From an optimization exercise on the open Yosys and OpenROAD flow, aimed at small area; shortcuts taken in it are not production practice.
Power and IR drop assume default switching activity.

==> inputs of 02-16 <==
==> flow/design.v <==
`timescale 1ns/1ps
`default_nettype none
module fft_seq (
   input  logic clk,
   input  logic rst_n,
   input  logic in_nd,
   output logic ld,
   output logic park,
   output logic cap,
   output logic mac,
   output logic first,
   output logic use_a,
   output logic use_b,
   output logic neg_a,
   output logic shift,
   output logic w1,
   output logic w2,
   output logic out_nd,
   output logic overflow
);
   localparam logic [2:0] S_IDLE  = 3'd0;
   localparam logic [2:0] S_LOAD  = 3'd1;
   localparam logic [2:0] S_RUN   = 3'd2;    
   localparam logic [2:0] S_BUSY1 = 3'd3;    
   localparam logic [2:0] S_BUSY2 = 3'd4;    
   logic [2:0]  state;
   logic [3:0]  ph;           
   logic [3:0]  u;            
   logic        w2f;          
   logic [3:0]  lo;           
   logic [3:0]  pm;           
   logic        busy, outp, hit, last, start;
   logic [2:0]  k;
   assign busy  = (state == S_BUSY1) || (state == S_BUSY2);
   assign outp  = (pm == 4'd0);
   assign hit   = outp ? ({ph[0], ph[1], ph[2], ph[3]} == lo) : (ph == (lo | pm));
   assign last  = &(lo | pm);
   assign k[2] = (pm[2] & lo[3]) | (pm[1] & lo[2]) | (pm[0] & lo[1]);
   assign k[1] = (pm[1] & lo[3]) | (pm[0] & lo[2]);
   assign k[0] = pm[0] & lo[3];
   localparam logic [2:0] CLS_A = 3'd0;    
   localparam logic [2:0] CLS_B = 3'd1;    
   localparam logic [2:0] CLS_1 = 3'd2;    
   localparam logic [2:0] CLS_3 = 3'd3;    
   localparam logic [2:0] CLS_2 = 3'd4;    
   logic [2:0] cls;
   logic [3:0] step;
   always_comb
   begin
      case (k)
         3'd0:       cls = CLS_A;
         3'd4:       cls = CLS_B;
         3'd1, 3'd7: cls = CLS_1;
         3'd3, 3'd5: cls = CLS_3;
         default:    cls = CLS_2;
      endcase
   end
   always_comb
   begin
      case ({cls, u})
         {CLS_A, 4'd1}: step = {1'b1, 1'b1, 1'b0, 1'b0};
         {CLS_B, 4'd1}: step = {1'b1, 1'b0, 1'b1, 1'b0};
         {CLS_1, 4'd1}: step = {1'b1, 1'b1, 1'b0, 1'b1};
         {CLS_1, 4'd2}: step = {1'b1, 1'b0, 1'b0, 1'b1};
         {CLS_1, 4'd3}: step = {1'b1, 1'b0, 1'b1, 1'b1};
         {CLS_1, 4'd4}: step = {1'b1, 1'b1, 1'b0, 1'b1};
         {CLS_1, 4'd5}: step = {1'b1, 1'b1, 1'b0, 1'b1};
         {CLS_1, 4'd6}: step = {1'b1, 1'b0, 1'b0, 1'b1};
         {CLS_1, 4'd7}: step = {1'b1, 1'b1, 1'b0, 1'b0};
         {CLS_1, 4'd8}: step = {1'b1, 1'b0, 1'b1, 1'b1};
         {CLS_1, 4'd9}: step = {1'b1, 1'b1, 1'b0, 1'b0};
         {CLS_1, 4'd10}: step = {1'b1, 1'b0, 1'b1, 1'b1};
         {CLS_1, 4'd11}: step = {1'b1, 1'b1, 1'b0, 1'b1};
         {CLS_3, 4'd1}: step = {1'b1, 1'b0, 1'b1, 1'b1};
         {CLS_3, 4'd2}: step = {1'b1, 1'b0, 1'b0, 1'b1};
         {CLS_3, 4'd3}: step = {1'b1, 1'b1, 1'b0, 1'b1};
         {CLS_3, 4'd4}: step = {1'b1, 1'b0, 1'b1, 1'b1};
         {CLS_3, 4'd5}: step = {1'b1, 1'b0, 1'b1, 1'b1};
         {CLS_3, 4'd6}: step = {1'b1, 1'b0, 1'b0, 1'b1};
         {CLS_3, 4'd7}: step = {1'b1, 1'b1, 1'b0, 1'b0};
         {CLS_3, 4'd8}: step = {1'b1, 1'b0, 1'b1, 1'b1};
         {CLS_3, 4'd9}: step = {1'b1, 1'b1, 1'b0, 1'b0};
         {CLS_3, 4'd10}: step = {1'b1, 1'b0, 1'b1, 1'b1};
         {CLS_3, 4'd11}: step = {1'b1, 1'b0, 1'b1, 1'b1};
         {CLS_2, 4'd1}: step = {1'b1, 1'b1, 1'b0, 1'b0};
         {CLS_2, 4'd2}: step = {1'b1, 1'b0, 1'b1, 1'b1};
         {CLS_2, 4'd3}: step = {1'b1, 1'b0, 1'b0, 1'b1};
         {CLS_2, 4'd4}: step = {1'b1, 1'b1, 1'b0, 1'b0};
         {CLS_2, 4'd5}: step = {1'b1, 1'b0, 1'b1, 1'b1};
         {CLS_2, 4'd6}: step = {1'b1, 1'b0, 1'b0, 1'b1};
         {CLS_2, 4'd7}: step = {1'b1, 1'b1, 1'b0, 1'b0};
         {CLS_2, 4'd8}: step = {1'b1, 1'b0, 1'b1, 1'b1};
         {CLS_2, 4'd9}: step = {1'b1, 1'b1, 1'b0, 1'b0};
         {CLS_2, 4'd10}: step = {1'b1, 1'b0, 1'b1, 1'b1};
         {CLS_2, 4'd11}: step = {1'b1, 1'b0, 1'b0, 1'b1};
         {CLS_2, 4'd12}: step = {1'b1, 1'b1, 1'b0, 1'b0};
         {CLS_2, 4'd13}: step = {1'b1, 1'b0, 1'b1, 1'b1};
         default: step = 4'b0000;
      endcase
   end
   assign mac   = (state == S_BUSY1) & step[3];
   assign use_a = step[2];
   assign use_b = step[1];
   assign shift = step[0];
   assign first = (u == 4'd1);
   assign neg_a = k[2] & (k[1] | k[0]);
   logic ready;
   assign ready  = (state == S_IDLE) || ((state == S_RUN) && outp && hit && last);
   assign ld     = in_nd && (ready || (state == S_LOAD));
   assign start  = (state == S_RUN) && !outp && hit;
   assign w1     = (state == S_BUSY1) && (u == -pm);
   assign w2     = w2f;
   assign park   = busy;
   assign cap    = !busy || w1;
   assign out_nd = (state == S_RUN) && outp && hit;
   always_ff @(posedge clk)
   begin
      if (ready && in_nd)
         ph <= 4'd2;
      else if (!busy)
         ph <= ph + 4'd1;
      u <= start ? 4'd1 : u + 4'd1;
      w2f <= busy && (u == 4'd15);
      if (state == S_LOAD)
      begin
         lo <= 4'd0;
         pm <= 4'd8;
      end
      else if (w1 || out_nd)
      begin
         lo <= ((lo | pm) + 4'd1) & ~pm;
         if (last)
            pm <= pm >> 1;
      end
   end
   always_ff @(posedge clk or negedge rst_n)
   begin
      if (!rst_n)
      begin
         state    <= S_IDLE;
         overflow <= 1'b0;
      end
      else
      begin
         if (in_nd && !(ready || (state == S_LOAD)))
            overflow <= 1'b1;
         case (state)
            S_IDLE:
               if (in_nd)
                  state <= S_LOAD;
            S_LOAD:
               if (ph == 4'd0)
                  state <= S_RUN;
            S_RUN:
               if (start)
                  state <= S_BUSY1;
               else if (outp && hit && last)
                  state <= in_nd ? S_LOAD : S_IDLE;
            S_BUSY1:
               if (u == 4'd15)
                  state <= S_RUN;
               else if (w1)
                  state <= S_BUSY2;
            S_BUSY2:
               if (u == 4'd15)
                  state <= S_RUN;
            default:
               state <= S_IDLE;
         endcase
      end
   end
endmodule
`default_nettype wire
`timescale 1ns/1ps
`default_nettype none
module fft_bf_unit (
   input  logic        clk,
   input  logic        cap,      
   input  logic        mac,      
   input  logic        first,    
   input  logic        use_a,    
   input  logic        use_b,    
   input  logic        neg_a,    
   input  logic        shift,    
   input  logic        w1,
   input  logic        w2,
   input  logic [23:0] r0,
   output logic [23:0] wr_data,
   output logic [23:0] bq
);
   logic [13:0] p_re, p_im;
   logic        f_re, f_im;
   logic [13:0] y_re, y_im, x_re, x_im, s_re, s_im;
   logic        neg_re, neg_im, g_re, g_im, zx, cin;
   logic [13:0] b_re, b_im, a_re, a_im;
   assign b_re = {{2{bq[11]}}, bq[11:0]};
   assign b_im = {{2{bq[23]}}, bq[23:12]};
   assign a_re = {{2{r0[11]}}, r0[11:0]};
   assign a_im = {{2{r0[23]}}, r0[23:12]};
   logic sel_a, sel_b, sel_r, sel_2;
   assign sel_a = mac & use_a;
   assign sel_b = mac & use_b & ~use_a;
   assign sel_r = ~mac & w1;
   assign sel_2 = ~mac & w2;
   assign y_re = ({14{sel_a}} & b_re) | ({14{sel_b}} & b_im) | ({14{sel_r}} & a_re)
               | ({14{sel_2}} & {b_re[12:0], 1'b0});
   assign y_im = ({14{sel_a}} & b_im) | ({14{sel_b}} & b_re) | ({14{sel_r}} & a_im)
               | ({14{sel_2}} & {b_im[12:0], 1'b0});
   assign neg_re = (sel_a & neg_a) | sel_2;
   assign neg_im = (sel_a & neg_a) | sel_b | sel_2;
   assign zx   = mac & first;
   assign cin  = w2;
   assign g_re = (f_re & ~zx) ^ neg_re;
   assign g_im = (f_im & ~zx) ^ neg_im;
   assign x_re = (p_re & {14{~zx}}) ^ {14{g_re}};
   assign x_im = (p_im & {14{~zx}}) ^ {14{g_im}};
   logic [14:0] c_re, c_im;
   assign c_re[0] = cin;
   assign c_im[0] = cin;
   for (genvar i = 0; i < 14; i++)
   begin : g_add
      assign s_re[i]   = x_re[i] ^ y_re[i] ^ c_re[i];
      assign c_re[i+1] = (x_re[i] & y_re[i]) | (c_re[i] & (x_re[i] ^ y_re[i]));
      assign s_im[i]   = x_im[i] ^ y_im[i] ^ c_im[i];
      assign c_im[i+1] = (x_im[i] & y_im[i]) | (c_im[i] & (x_im[i] ^ y_im[i]));
   end
   always_ff @(posedge clk)
   begin
      p_re <= (mac && shift) ? {s_re[13], s_re[13:1]} : s_re;
      p_im <= (mac && shift) ? {s_im[13], s_im[13:1]} : s_im;
      f_re <= mac & neg_re;
      f_im <= mac & neg_im;
      if (cap)
         bq <= r0;
   end
   assign wr_data = {s_im[12:1], s_re[12:1]};
endmodule
`default_nettype wire
`timescale 1ns/1ps
`default_nettype none
module fft_ring (
   input  logic        clk,
   input  logic        ld,
   input  logic        wr,
   input  logic        park,
   input  logic [23:0] in_x,
   input  logic [23:0] wr_data,
   input  logic [23:0] bq,
   output logic [23:0] r0
);
   logic [23:0] r [15];
   always_ff @(posedge clk)
   begin
      for (int i = 0; i < 14; i++)
         r[i] <= r[i+1];
      if (ld)
         r[14] <= in_x;
      else if (wr)
         r[14] <= wr_data;
      else if (park)
         r[14] <= r[0];
      else
         r[14] <= bq;
   end
   assign r0 = r[0];
endmodule
`default_nettype wire
`timescale 1ns/1ps
`default_nettype none
module fft_dit_top (
   input  logic        clk,
   input  logic        rst_n,
   input  logic [23:0] in_x,
   input  logic        in_nd,
   output logic [23:0] out_x,
   output logic        out_nd,
   output logic        overflow
);
   logic        ld, park, cap, mac, first, use_a, use_b, neg_a, shift, w1, w2;
   logic [23:0] r0, wr_data, bq;
   fft_seq u_seq (
      .clk, .rst_n, .in_nd, .ld, .park, .cap, .mac, .first, .use_a, .use_b, .neg_a,
      .shift, .w1, .w2, .out_nd, .overflow
   );
   fft_bf_unit u_bf (
      .clk, .cap, .mac, .first, .use_a, .use_b, .neg_a, .shift, .w1, .w2,
      .r0, .wr_data, .bq
   );
   fft_ring u_ring (
      .clk, .ld, .wr (w1 | w2), .park, .in_x, .wr_data, .bq, .r0
   );
   assign out_x = r0;
endmodule
`default_nettype wire
==> flow/flow/run.sh <==
#!/bin/bash
# Standard layout with a lighter clock tree and smaller port buffers:
# no dummy clock loads, mid-size clock buffers and bigger sink clusters.
set -euo pipefail
export CTS_ARGS="-sink_clustering_enable -repair_clock_nets -dont_use_dummy_load -buf_list {sky130_fd_sc_hd__clkbuf_4 sky130_fd_sc_hd__clkbuf_8} -sink_clustering_size 20 -sink_clustering_max_diameter 80"
export BUFFER_PORTS_ARGS="-buffer_cell sky130_fd_sc_hd__buf_1"
bash standard.sh > standard.log 2>&1
==> flow/standard.sh <==
#!/bin/bash
# synth_recipe.tcl (not shown) runs the flow's synth.tcl, then flattens the netlist and writes it again
# the make line also repeats each setting of config.mk as NAME=value (left out here)
make -C /OpenROAD-flow-scripts/flow DESIGN_CONFIG=/design/flow/config.mk WORK_HOME=/design/flow/orfs CLKGATE_MAP_FILE= SYNTH_SCRIPT=/design/flow/synth_recipe.tcl "${@:-finish}"
==> flow/config.mk <==
export PLATFORM = sky130hd
export DESIGN_NAME = fft_dit_top
export DESIGN_NICKNAME = fft_dit_top
export VERILOG_FILES = /design/flow/design.v
export SDC_FILE = /design/flow/constraint.sdc
export NUM_CORES = 4
export LEC_CHECK = 0
export CAP_MARGIN = 20
export CORE_MARGIN = 2
export CORE_UTILIZATION = 40
export SLEW_MARGIN = 20
==> flow/constraint.sdc <==
create_clock -name core_clock -period 10.0 [get_ports {clk}]
set_input_delay 2.0000 -clock core_clock [delete_from_list [all_inputs] [get_ports {clk}]]
set_output_delay 2.0000 -clock core_clock [all_outputs]
set_load 0.01 [all_outputs]
==> inputs of 09-28, as changes to 02-16 <==
--- a/flow/design.v
+++ b/flow/design.v
@@ -186,2 +186,5 @@
    input  logic        w2,
+   input  logic        pass,
+   input  logic        ld,       
+   input  logic [23:0] in_x,
    input  logic [23:0] r0,
@@ -203,10 +206,12 @@
    assign sel_r = ~mac & w1;
-   assign sel_2 = ~mac & w2;
+   assign sel_2 = ~mac & (w2 | pass) & ~ld;
    assign y_re = ({14{sel_a}} & b_re) | ({14{sel_b}} & b_im) | ({14{sel_r}} & a_re)
-               | ({14{sel_2}} & {b_re[12:0], 1'b0});
+               | ({14{sel_2}} & {b_re[12:0], 1'b0})
+               | ({14{ld}} & {in_x[11], in_x[11:0], 1'b0});
    assign y_im = ({14{sel_a}} & b_im) | ({14{sel_b}} & b_re) | ({14{sel_r}} & a_im)
-               | ({14{sel_2}} & {b_im[12:0], 1'b0});
-   assign neg_re = (sel_a & neg_a) | sel_2;
-   assign neg_im = (sel_a & neg_a) | sel_b | sel_2;
-   assign zx   = mac & first;
+               | ({14{sel_2}} & {b_im[12:0], 1'b0})
+               | ({14{ld}} & {in_x[23], in_x[23:12], 1'b0});
+   assign neg_re = (sel_a & neg_a) | w2;
+   assign neg_im = (sel_a & neg_a) | sel_b | w2;
+   assign zx   = (mac & first) | (pass & ~w2);
    assign cin  = w2;
@@ -242,8 +247,4 @@
    input  logic        clk,
-   input  logic        ld,
-   input  logic        wr,
-   input  logic        park,
-   input  logic [23:0] in_x,
+   input  logic        keep,
    input  logic [23:0] wr_data,
-   input  logic [23:0] bq,
    output logic [23:0] r0
@@ -255,10 +256,6 @@
          r[i] <= r[i+1];
-      if (ld)
-         r[14] <= in_x;
-      else if (wr)
-         r[14] <= wr_data;
-      else if (park)
+      if (keep)
          r[14] <= r[0];
       else
-         r[14] <= bq;
+         r[14] <= wr_data;
    end
@@ -286,6 +283,6 @@
       .clk, .cap, .mac, .first, .use_a, .use_b, .neg_a, .shift, .w1, .w2,
-      .r0, .wr_data, .bq
+      .pass (!park), .ld, .in_x, .r0, .wr_data, .bq
    );
    fft_ring u_ring (
-      .clk, .ld, .wr (w1 | w2), .park, .in_x, .wr_data, .bq, .r0
+      .clk, .keep (park & !w1), .wr_data, .r0
    );
==> flow/flow/run.sh (replaced) <==
#!/bin/bash
# Standard layout with a lighter clock tree and smaller port buffers:
# no dummy clock loads, mid-size clock buffers and bigger sink clusters.
set -euo pipefail
export CTS_ARGS="-sink_clustering_enable -repair_clock_nets -dont_use_dummy_load -buf_list {sky130_fd_sc_hd__clkbuf_4 sky130_fd_sc_hd__clkbuf_8} -sink_clustering_size 20 -sink_clustering_max_diameter 60"
export BUFFER_PORTS_ARGS="-buffer_cell sky130_fd_sc_hd__buf_1"
bash standard.sh > standard.log 2>&1
==> notes.md <==
Cts bufs inserted: 02-16 27; 09-28 30
Power consumed by sequential cells: 02-16 1.74 mW; 09-28 3.02 mW
Synth cell types: 02-16 66; 09-28 77
DP Cell Count: 02-16 1505; 09-28 1382
Fin crit share: 02-16 85.8%; 09-28 88.0%
Post-detailed-placement cell area: 02-16 13700 sq um; 09-28 13300 sq um
Clk pin slew, worst setup/hold paths: 02-16 0.12 ns; 09-28 0.11 ns
Final routed wirelength across all metal layers: 02-16 23300 um; 09-28 21500 um
Maximum fanout encountered on the critical timing path: 02-16 17; 09-28 19
Hold Startpoint: 02-16 u_ring.r[14][11]; 09-28 u_ring.r[9][9]
Horizontal die dimension: 02-16 185 um; 09-28 182 um
Worst Setup Slack, final: 02-16 1.42 ns; 09-28 1.20 ns
Via count: 02-16 7275; 09-28 6643
Worst path max stage delay: 02-16 0.68 ns; 09-28 0.79 ns
Source-to-sink clock delay at the later pin of the worst-skew pair: 02-16 0.62 ns; 09-28 0.60 ns
Status: 02-16 no timing/DRC/antenna violations; 09-28 no timing/DRC/antenna violations
Number of standard cells after synthesis: 02-16 1045; 09-28 959
Function was not checked in any run of this note: the RTL went through the layout flow alone.

[what the ideal ports hide]
The flow's constraints put no driver on any port. The routed layouts listed below were extracted and timed again, unchanged, in two steps. Step 1 assumes that a clkbuf_16 drives the clock port and a buf_2 every other input. Step 2 times the ports against the registers' clock, not the clock port: input delays grow and output delays shrink by t, the midpoint of the rising clock arrivals with the driver on. Slacks: ideal / step 1 / step 2; pairs: ideal / step 1.
run | shift t [ns] | setup WS [ns] | clock arrival spread, ns | worst data-port slew with drivers (ns) | cell pins on the clock port's net
02-16 | 0.622 | 1.418 / 1.418 / 1.418 | 0.073 / 0.074 | 0.03 | 1
09-28 | 0.615 | 1.205 / 1.205 / 1.205 | 0.059 / 0.059 | 0.03 | 1
After both steps every run listed still meets setup and hold.
